This design comes from an exercise in tuning for small area and few clock cycles per item on the open sky130 flow, not from production work. RTL that was checked went through simulation tests only; none was proved equivalent to the original.

==> job 8115 <==
==> flow/design.v (excerpt) <==
module yuyv_to_rgb_converter_unit (
    input  logic           i_clk,
    input  logic           i_rst_n,
    input  logic           i_yuyv_valid,
    output logic           o_yuyv_ready,
    input  logic [32:0]    i_yuyv_data,
    output logic           o_rgb_valid,
    input  logic           i_rgb_ready,
    output logic [48:0]    o_rgb_data
);
    yuv2rgb_pkg::t_yuyv_group w_in;
    yuv2rgb_pkg::t_rgb_pair   w_out;
    logic                     r_v;
    logic                     w_adv;
    assign w_adv        = !r_v || i_rgb_ready;
    assign o_yuyv_ready = w_adv;
    assign o_rgb_valid  = r_v;
    always_ff @(posedge i_clk) begin
        if (!i_rst_n) begin
            r_v <= 1'b0;
        end else if (w_adv) begin
            r_v <= i_yuyv_valid;
        end
    end
    assign w_in = yuv2rgb_pkg::t_yuyv_group'(i_yuyv_data);
    yuv2rgb_pkg::t_rgb_pair r_out;
    always_ff @(posedge i_clk) begin
        if (w_adv) begin
  ...
clock: 6.5 ns
lec_check: 0
cap_margin: 20
core_margin: 2
core_utilization: 40
slew_margin: 20
standard.sh (not shown) runs the stock make flow with config.mk's settings and CLKGATE_MAP_FILE= SYNTH_SCRIPT=/design/flow/synth_recipe.tcl, a recipe that flattens the netlist after the stock synthesis.
==> flow/flow/run.sh <==
#!/bin/bash
# Standard layout, with the port buffers made from plain buffers
# (sky130_fd_sc_hd__buf_1) instead of the default delay buffer cell.
set -e
export BUFFER_PORTS_ARGS="-buffer_cell sky130_fd_sc_hd__buf_1"
bash standard.sh > standard.log 2>&1
==> job 9131: changes against job 8115 <==
--- a/flow/design.v
+++ b/flow/design.v
@@ -48,24 +48,33 @@
 );
     yuv2rgb_pkg::t_yuyv_group w_in;
     yuv2rgb_pkg::t_rgb_pair   w_out;
     logic                     r_v;
     logic                     w_adv;
     assign w_adv        = !r_v || i_rgb_ready;
     assign o_yuyv_ready = w_adv;
     assign o_rgb_valid  = r_v;
+    logic r_v_in;
     always_ff @(posedge i_clk) begin
         if (!i_rst_n) begin
-            r_v <= 1'b0;
+            r_v_in <= 1'b0;
+            r_v    <= 1'b0;
         end else if (w_adv) begin
-            r_v <= i_yuyv_valid;
+            r_v_in <= i_yuyv_valid;
+            r_v    <= r_v_in;
         end
     end
-    assign w_in = yuv2rgb_pkg::t_yuyv_group'(i_yuyv_data);
+    yuv2rgb_pkg::t_yuyv_group r_in;
+    always_ff @(posedge i_clk) begin
+        if (w_adv) begin
+            r_in <= yuv2rgb_pkg::t_yuyv_group'(i_yuyv_data);
+        end
+    end
+    assign w_in = r_in;
     yuv2rgb_pkg::t_rgb_pair r_out;
     always_ff @(posedge i_clk) begin
         if (w_adv) begin
             r_out <= w_out;
         end
     end
     assign o_rgb_data = r_out;
     assign w_out.frame_end_out = w_in.frame_end;
Settings changed: CORE_UTILIZATION 40 to 60.
==> impl_metrics.py <==
metrics = {
    "logic_synthesis": {
        "syn_nets": 1574,
        "synth_compound_area_frac": 0.145,
    },
    "sta": {
        "fmax_mhz": 159,
    },
    "route": {
        "dr.first_iter.drc_count": 405,
    },
    "global_routing": {
        "grt_use_met2": 0.473,
    },
    "layout": {
        "multi_input_area_share": 0.657,
        "syn2layout_area_growth_pct": 11.4,
        "seq_share": 0.189,
        "multiInputCombCellCount": 898,
        "buffers": 131,
    },
    "cts": {
        "numCtsBuffers": 9,
    },
    "die": {
        "coreArea_mm2": 0.0195,
    },
    "run_status": {
        "status": "complete, no violations",
    },
}
Source of the figures above: job 9131

==> impl_metrics.py <==
metrics = {
    "run_status": {
        "status": "failed layout checks",
        "violations": "setup timing",
    },
    "layout": {
        "multiInputCombCellCount": 913,
        "syn2layout_area_growth_pct": 28.9,
    },
    "logic_synthesis": {
        "syn_nets": 1548,
        "synth_compound_area_frac": 0.170,
    },
    "sta": {
        "setup_slack_ps": -27.0,
        "setup_viol": 8,
    },
    "die": {
        "coreArea_mm2": 0.0270,
    },
    "global_routing": {
        "grt_use_met2": 0.376,
    },
    "cts": {
        "numCtsBuffers": 5,
    },
    "route": {
        "dr.first_iter.drc_count": 396,
    },
}
Source of the figures above: job 8115

Testbench counts of job 9131, summed over its fixed seeds: cycles 12,016, items 12,000.
For job 8115, only the layout was checked, not whether the RTL still works.

* * *

==> inputs of build 47 <==
yuyv_to_rgb_converter_unit with an RTL version that a note above also has.
Settings: LEC_CHECK=0, CAP_MARGIN=20, CORE_MARGIN=2, CORE_UTILIZATION=70, CTS_BUF_LIST=sky130_fd_sc_hd__clkbuf_8, CTS_CLUSTER_SIZE=30, GPL_ROUTABILITY_DRIVEN=0, GPL_TIMING_DRIVEN=0, SLEW_MARGIN=20; clock period 6.5 ns.
Scripts as last shown in full above: flow/flow/run.sh
==> trial 66: changes against build 47 <==
==> flow/run.sh (new file) <==
#!/bin/bash
# synth_recipe.tcl (not shown) runs the flow's synth.tcl, then flattens the netlist and writes it again
# the make line also repeats each setting of config.mk as NAME=value (left out here)
make -C /OpenROAD-flow-scripts/flow DESIGN_CONFIG=/design/flow/config.mk WORK_HOME=/design/flow/orfs CLKGATE_MAP_FILE= SYNTH_SCRIPT=/design/flow/synth_recipe.tcl finish
--- a/flow/config.mk
+++ b/flow/config.mk
@@ -9,7 +9,3 @@
 export CORE_MARGIN = 2
-export CORE_UTILIZATION = 70
-export CTS_BUF_LIST = sky130_fd_sc_hd__clkbuf_8
-export CTS_CLUSTER_SIZE = 30
-export GPL_ROUTABILITY_DRIVEN = 0
-export GPL_TIMING_DRIVEN = 0
+export CORE_UTILIZATION = 40
 export SLEW_MARGIN = 20
removed: flow/flow/run.sh
removed: flow/standard.sh
==> summary of the runs <==
Against build 47, the die area of trial 66 is higher by 72%. Sequential share of layout area: trial 66 is lower than build 47 (1.1 points). Maximum frequency: trial 66 is larger than build 47 (1.5%). Between build 47 and trial 66, the lower utilization is in trial 66 (gap 32 points). Between trial 66 and build 47, the lower global-route usage is in trial 66 (gap 12 points). Of trial 66 and build 47, build 47 has the higher hold slack (gap 0.0022 ns). Against build 47, the via count of trial 66 is smaller by 3.4%.
==> figures <==
quantity                                                             trial 66        build 47
Status                                                         finished clean  finished clean
Normalized max-slew margin                                              37.9%           33.2%
Total non-filler cell area in the finished layout                  14100 um^2      13300 um^2
Clock network latency to the later pin of the worst-skew pair         0.37 ns         0.39 ns
Horizontal extent of the die                                           177 um          134 um
Area of the core                                                   29500 um^2      16600 um^2
Count of cell instances traversed by the critical path                     22              23
Number of iterations in the first detailed-routing pass                     7               5
Post-route clock period utilization                                     97.1%           98.5%
Area enclosed by the die boundary                                  31200 um^2      18100 um^2
Post-Route WL                                                        31800 um        29200 um
Total number of vias                                                     8902            9217
Met2 WL post-DR                                                      14500 um        14000 um
Well-Tap Cells                                                            390             220
Post-Route Utilization                                                  47.8%           80.0%
Standard cell area after detailed placement                        13600 um^2      12600 um^2
Fill cells                                                               2823            1117
# rows                                                                     63              47
Number of cells upsized or downsized after cts                              1              14
Met1 track demand over resource                                         28.4%           43.8%
Final-stage net count                                                    1717            1710
Post-Route M1 WL                                                     14900 um        12600 um
Testbench counts of build 47, summed over its fixed seeds: cycles 12,016, items 12,000.
Testbench counts of trial 66, summed over its fixed seeds: cycles 12,016, items 12,000.

* * *

==> inputs of job 6298 <==
Starting RTL as in the previous note.
export LEC_CHECK = 0
export CAP_MARGIN = 20
export CORE_MARGIN = 2
export CORE_UTILIZATION = 70
export CTS_BUF_LIST = sky130_fd_sc_hd__clkbuf_8
export CTS_CLUSTER_SIZE = 30
export SLEW_MARGIN = 20
create_clock -name core_clock -period 6.5 [get_ports {i_clk}]
==> flow/flow/run.sh <==
#!/bin/bash
# Standard layout, with the port buffers made from plain buffers
# (sky130_fd_sc_hd__buf_1) instead of the default delay buffer cell.
set -e
export BUFFER_PORTS_ARGS="-buffer_cell sky130_fd_sc_hd__buf_1"
bash standard.sh > standard.log 2>&1
==> inputs of job 825, as changes to job 6298 <==
--- a/flow/config.mk
+++ b/flow/config.mk
@@ -8,6 +8,4 @@
 export CAP_MARGIN = 20
 export CORE_MARGIN = 2
-export CORE_UTILIZATION = 70
-export CTS_BUF_LIST = sky130_fd_sc_hd__clkbuf_8
-export CTS_CLUSTER_SIZE = 30
+export CORE_UTILIZATION = 40
 export SLEW_MARGIN = 20
==> inputs of job 5372, as changes to job 6298 <==
--- a/flow/config.mk
+++ b/flow/config.mk
@@ -8,5 +8,5 @@
 export CAP_MARGIN = 20
 export CORE_MARGIN = 2
-export CORE_UTILIZATION = 70
+export CORE_UTILIZATION = 60
 export CTS_BUF_LIST = sky130_fd_sc_hd__clkbuf_8
 export CTS_CLUSTER_SIZE = 30
==> qor summary <==
| quantity | job 6298 | job 825 | job 5372 |
|---|---|---|---|
| Result of the run | finished clean | finished clean | finished clean |
| Number of cell rows | 47 | 63 | 51 |
| Vias/cell | 5.967 | 5.169 | 5.572 |
| Number of global-route vias before repair | 9203 | 9036 | 8770 |
| Number of search-and-repair iterations in the first detailed-routing pass | 6 | 5 | 7 |
| HPWL Detailed | 24.95 mm | 27.06 mm | 25.09 mm |
| Worst slew margin relative to its limit | 34.15% | 37.70% | 37.07% |
| Least setup slack across all paths after layout | 244.1 ps | 255.6 ps | 235.4 ps |
| Req. time, crit path | 6650 ps | 6620 ps | 6640 ps |
Testbench counts of job 6298, summed over its fixed seeds: cycles 12,016, items 12,000.
Testbench counts of job 825, summed over its fixed seeds: cycles 12,016, items 12,000.
Testbench counts of job 5372, summed over its fixed seeds: cycles 12,016, items 12,000.

port drivers added, routing unchanged:
The flow's constraints put no driver on any port. The routed layouts listed below were extracted and timed again, unchanged, in two steps.
Step 1: set_driving_cell puts a clkbuf_16 on i_clk and a buf_2 on each other input, an assumption about the parent block.
Step 2 also shifts input and output timing later by t, the mid clock arrival at the registers, as if the neighbouring blocks saw the same clock.
Three values: ideal, step 1, step 2; two values: the first two.
| run | t, ns | slack for setup (ns) | hold slack, ns | slew at the worst register clock pin (ns) | pins driven straight from the clock port |
|---|---|---|---|---|---|
| job 8115 | 0.326 | -0.027 / -0.045 / -0.371 | 0.937 / 0.937 / 0.937 | 0.07 / 0.07 | 1 |
| job 9131 | 0.400 | 0.200 / 0.200 / 0.200 | 0.432 / 0.432 / 0.432 | 0.07 / 0.07 | 1 |
| build 47 | 0.422 | 0.095 / 0.095 / 0.095 | 0.431 / 0.431 / 0.431 | 0.11 / 0.11 | 1 |
| trial 66 | 0.417 | 0.189 / 0.189 / 0.189 | 0.429 / 0.429 / 0.429 | 0.08 / 0.08 | 1 |
| job 6298 | 0.424 | 0.244 / 0.244 / 0.244 | 0.433 / 0.433 / 0.433 | 0.11 / 0.11 | 1 |
| job 825 | 0.415 | 0.256 / 0.256 / 0.256 | 0.422 / 0.422 / 0.422 | 0.07 / 0.07 | 1 |
| job 5372 | 0.421 | 0.235 / 0.235 / 0.235 | 0.438 / 0.438 / 0.438 | 0.11 / 0.11 | 1 |
For job 8115, which loses most, drivers alone change the setup slack by -0.018 ns; drivers and shift together by -0.344 ns.
